What follows belongs to an exercise in optimizing a design on an open flow for a short achievable clock period and few clock cycles; a production flow would make more cautious choices.
The RTL was checked by simulation tests, not by an equivalence proof against the original design.

==> build 8: inputs <==
==> flow/design.v (excerpt) <==
module cpu_top (
    input  wire                  clk,
    input  wire                  rst,
    input  wire [cpu_pkg::mem_w-1:0]      ram_din_i,
    input  wire                  ram_ready_i,
    output logic [cpu_pkg::mem_w-1:0]     ram_dout_o,
    output logic [7:0]           ram_mask_o,
    output logic [cpu_pkg::dw_addr_w-1:0] ram_addr_o,
    output logic                 ram_we_o,
    output logic                 ram_re_o
);
==> flow/config.mk <==
export PLATFORM = sky130hd
export DESIGN_NAME = cpu_top
export DESIGN_NICKNAME = cpu_top
export VERILOG_FILES = /design/flow/design.v
export SDC_FILE = /design/flow/constraint.sdc
export NUM_CORES = 4
export LEC_CHECK = 0
export CAP_MARGIN = 20
export CELL_PAD_IN_SITES_DETAIL_PLACEMENT = 1
export CELL_PAD_IN_SITES_GLOBAL_PLACEMENT = 2
export CORE_MARGIN = 2
export CORE_UTILIZATION = 35
export PLACE_DENSITY = 0.45
export SLEW_MARGIN = 20
export TNS_END_PERCENT = 10
==> flow/constraint.sdc <==
create_clock -name core_clock -period 10.0 [get_ports {clk}]
set_input_delay 2.0000 -clock core_clock [delete_from_list [all_inputs] [get_ports {clk}]]
set_output_delay 2.0000 -clock core_clock [all_outputs]
set_load 0.01 [all_outputs]
standard.sh (not shown) runs the stock make flow with config.mk's settings and CLKGATE_MAP_FILE= SYNTH_SCRIPT=/design/flow/synth_recipe.tcl, a recipe that flattens the netlist after the stock synthesis.
==> flow/flow/run.sh <==
#!/bin/bash
# Own layout flow: the standard flow (standard.sh, all steps) with two
# changes to how the layout is made:
#  * the port buffers that buffer_ports inserts are buf_4 cells instead of
#    the clkdlybuf4s50_1 delay cells it picks by default (every port still
#    gets its own buffer);
#  * setup repair aims below the 10 ns clock, at a 4.4 ns period.
# The SDC, clock and everything else are the standard flow's.  make's output goes to
# standard.log; each ORFS step writes its own log under orfs/logs/.
set -euo pipefail
bash standard.sh "BUFFER_PORTS_ARGS=-buffer_cell sky130_fd_sc_hd__buf_4" \
    "SETUP_SLACK_MARGIN=5.6" finish > standard.log 2>&1
==> trial 92: changes against build 8 <==
--- a/flow/design.v
+++ b/flow/design.v
@@ -82,28 +82,28 @@
     end
 endmodule
 `default_nettype wire
 `timescale 1ns/10ps
 `default_nettype none
 module gpr_file (
     input  wire                  clk,
     input  wire                  rst,
-    input  wire [5:0][15:0]      rsel_i,
-    output logic [5:0][cpu_pkg::xlen-1:0]     rd_o,
+    input  wire [4:0][15:0]      rsel_i,
+    output logic [4:0][cpu_pkg::xlen-1:0]     rd_o,
     input  wire [15:0]           w0_sel_i,
     input  wire [cpu_pkg::xlen-1:0]       w0_data_i,
     input  wire [15:0]           w1_sel_i,
     input  wire [cpu_pkg::xlen-1:0]       w1_data_i,
     input  wire [15:0]           wm_sel_i,
     input  wire [cpu_pkg::xlen-1:0]       wm_data_i
 );
     logic [cpu_pkg::xlen-1:0] regs [2**cpu_pkg::reg_idx_w];
     always_comb begin
-        for (int p = 0; p < 6; p++) begin
+        for (int p = 0; p < 5; p++) begin
             rd_o[p] = '0;
             for (int i = 0; i < 2**cpu_pkg::reg_idx_w; i++) begin
                 rd_o[p] = rd_o[p] | (rsel_i[p][i] ? regs[i] : '0);
             end
         end
     end
     always_ff @(posedge clk) begin
         for (int i = 0; i < 2**cpu_pkg::reg_idx_w; i++) begin
@@ -187,18 +187,18 @@
             cpu_pkg::op_xr: alu_op_o = cpu_pkg::alu_xor;
             default:        is_alu_o = 1'b0;
         endcase
     end
 endmodule
 module cpu_seq (
     input  wire                  clk,
     input  wire                  rst,
-    output logic [5:0][15:0]     rsel_o,
-    input  wire [5:0][cpu_pkg::xlen-1:0]       rd_i,
+    output logic [4:0][15:0]     rsel_o,
+    input  wire [4:0][cpu_pkg::xlen-1:0]       rd_i,
     input  wire [cpu_pkg::xlen-1:0]       alu0_res_i,
     input  cpu_pkg::cc_t          alu0_cc_i,
     input  wire [cpu_pkg::xlen-1:0]       alu1_res_i,
     input  cpu_pkg::cc_t          alu1_cc_i,
     output cpu_pkg::alu_op_t       alu0_op_o,
     output cpu_pkg::alu_op_t       alu1_op_o,
     output logic [15:0]          w0_sel_o,
     output logic [cpu_pkg::xlen-1:0]      w0_data_o,
@@ -302,23 +302,27 @@
     assign br0   = rdy0 && cond0;
     assign br1   = pair && cond1;
     assign taken = br0 || br1;
     assign used[0] = !rdy0;
     assign used[1] = rdy0 && !pair && rr0;
     assign used[2] = rdy0 && (pair ? (rr0 && rr1) : !rr0);
     assign used[3] = pair && (rr0 != rr1);
     assign used[4] = pair && !rr0 && !rr1;
-    logic [5:0][15:0]       rsel_q;
-    logic [5:0][3:0]        ridx_nxt;
+    logic [4:0][15:0]       rsel_q;
+    logic [4:0][3:0]        ridx_nxt;
     assign rsel_o = rsel_q;
-    logic [cpu_pkg::xlen-1:0]        ea0, ea1, ea;
-    assign ea0 = cpu_pkg::xlen'(disp0) + ((r2_0 != '0) ? rd_i[1] : '0) + ((b2_0 != '0) ? rd_i[2] : '0);
-    assign ea1 = cpu_pkg::xlen'(disp1) + ((r2_1 != '0) ? rd_i[4] : '0) + ((b2_1 != '0) ? rd_i[5] : '0);
-    assign ea  = mem0 ? ea0 : ea1;
+    logic [cpu_pkg::xlen-1:0]        ea, ea_x;
+    logic [11:0]            ea_d;
+    logic                   ea_xv, ea_bv;
+    assign ea_d  = mem0 ? disp0 : disp1;
+    assign ea_x  = mem0 ? rd_i[1] : rd_i[4];
+    assign ea_xv = mem0 ? (r2_0 != '0) : (r2_1 != '0);
+    assign ea_bv = mem0 ? (b2_0 != '0) : (b2_1 != '0);
+    assign ea    = cpu_pkg::xlen'(ea_d) + (ea_xv ? ea_x : '0) + (ea_bv ? rd_i[2] : '0);
     logic [15:0]            m_rd_oh;
     assign w0_sel_o  = (ready_i && rdy0 && (alu0 || lr0)) ? rsel_q[0] : '0;
     assign w0_data_o = alu0_res_i;
     assign w1_sel_o  = (ready_i && pair && (alu1 || lr1)) ? rsel_q[3] : '0;
     assign w1_data_o = alu1_res_i;
     assign wm_sel_o  = (ready_i && m_load) ? m_rd_oh : '0;
     assign wm_data_o = rd_word_i;
     logic                   early;       
@@ -390,20 +394,20 @@
                 end
             end
         end
     end
     logic [31:0]            i1_nxt;
     assign i1_nxt      = (ib_nxt[0][15:14] == cpu_pkg::op_rr_fmt) ? {ib_nxt[1], ib_nxt[2]} : {ib_nxt[2], ib_nxt[3]};
     assign ridx_nxt[0] = ib_nxt[0][7:4];
     assign ridx_nxt[1] = ib_nxt[0][3:0];
-    assign ridx_nxt[2] = ib_nxt[1][15:12];
+    assign ridx_nxt[2] = ((ib_nxt[0][15:8] == cpu_pkg::op_l) || (ib_nxt[0][15:8] == cpu_pkg::op_st)) ?
+                         ib_nxt[1][15:12] : i1_nxt[15:12];
     assign ridx_nxt[3] = i1_nxt[23:20];
     assign ridx_nxt[4] = i1_nxt[19:16];
-    assign ridx_nxt[5] = i1_nxt[15:12];
     logic [cpu_pkg::addr_w-1:1]      fpc_nxt;
     logic                   m_nxt;
     logic                   fetch_nxt;
     assign fpc_nxt   = match ? {tq[cpu_pkg::addr_w-1:3] + cpu_pkg::dw_addr_w'(1), 2'b00} :
                        taken ? br_tgt :
                        fetched ? {fpc[cpu_pkg::addr_w-1:3] + cpu_pkg::dw_addr_w'(1), 2'b00} : fpc;
     assign m_nxt     = rdy0 && (mem0 || (pair && mem1));
     assign fetch_nxt = taken || (cnt_fill <= cw'(n - 4));
@@ -438,17 +442,17 @@
         end
     end
     always_ff @(posedge clk) begin
         if (ready_i) begin
             for (int k = 0; k < n; k++) begin
                 ib[k] <= ib_nxt[k];
             end
             i1 <= i1_nxt;
-            for (int p = 0; p < 6; p++) begin
+            for (int p = 0; p < 5; p++) begin
                 for (int i = 0; i < 16; i++) begin
                     rsel_q[p][i] <= (ridx_nxt[p] == 4'(i));
                 end
             end
             bmask_q <= r1_1;
             m_addr  <= ea[cpu_pkg::addr_w-1:3];
             tq      <= rd_i[4][cpu_pkg::addr_w-1:1];
             if (m_nxt) begin
@@ -470,18 +474,18 @@
     input  wire [cpu_pkg::mem_w-1:0]      ram_din_i,
     input  wire                  ram_ready_i,
     output logic [cpu_pkg::mem_w-1:0]     ram_dout_o,
     output logic [7:0]           ram_mask_o,
     output logic [cpu_pkg::dw_addr_w-1:0] ram_addr_o,
     output logic                 ram_we_o,
     output logic                 ram_re_o
 );
-    logic [5:0][15:0]              rsel;
-    logic [5:0][cpu_pkg::xlen-1:0]      rd;
+    logic [4:0][15:0]              rsel;
+    logic [4:0][cpu_pkg::xlen-1:0]      rd;
     logic [15:0]          w0_sel;
     logic [cpu_pkg::xlen-1:0]      w0_data;
     logic [15:0]          w1_sel;
     logic [cpu_pkg::xlen-1:0]      w1_data;
     logic [15:0]          wm_sel;
     logic [cpu_pkg::xlen-1:0]      wm_data;
     cpu_pkg::alu_op_t              alu0_op;
     cpu_pkg::alu_op_t              alu1_op;
Settings changed: CELL_PAD_IN_SITES_DETAIL_PLACEMENT 1 to unset, CELL_PAD_IN_SITES_GLOBAL_PLACEMENT 2 to unset, CORE_UTILIZATION 35 to 30, MIN_ROUTING_LAYER set to met2, PLACE_DENSITY 0.45 to unset.
==> build 1: changes against build 8 <==
Settings changed: CORE_UTILIZATION 35 to 40, PLACE_DENSITY 0.45 to unset.
==> qor summary <==
| quantity | build 1 | build 8 | trial 92 |
|---|---|---|---|
| Result of the run | did not finish | did not finish | did not finish |
| Failing step | global routing (5_1_grt) | global routing (5_1_grt) | global routing (5_1_grt) |
| Placed Instances | 17,100 | 17,600 | 17,300 |
| Post-synth cell types | 135 | 135 | 116 |
| Post-place instance area | 113,000 um2 | 114,000 um2 | 108,000 um2 |
| Starting density of the core | 40.2% | 35.2% | 30.1% |
| Post-CTS setup repair buffer count | 347 | 370 | 412 |
| Post-synthesis mux area share | 4.11% | 4.11% | 4.56% |
| Post-cts gate resize count | 961 | 1,054 | 845 |
| Nets in the synthesized netlist | 14,700 | 14,700 | 14,000 |
| FP Rows | 189 | 202 | 213 |
| Die outline width | 520 um | 556 um | 584 um |
| Final weighted congestion in routability-driven placement | 1.14 | 1.12 | 1.35 |
| Part of the Yosys area used for sequential elements | 25.5% | 25.5% | 26.4% |
| Clock buffer count from CTS | 148 | 154 | 159 |
| Top-area cell type share of the netlist area | 15.0% | 15.0% | 15.3% |
| Mapped Area | 107,000 um2 | 107,000 um2 | 101,000 um2 |
| Share of the synthesized area in compound gates (AO/OA/AOI/OAI) | 36.8% | 36.8% | 36.1% |
Testbench counts of build 8, summed over its fixed seeds: cycles 37,448.
Testbench counts of trial 92, summed over its fixed seeds: cycles 37,448.
Testbench counts of build 1, summed over its fixed seeds: cycles 37,448.
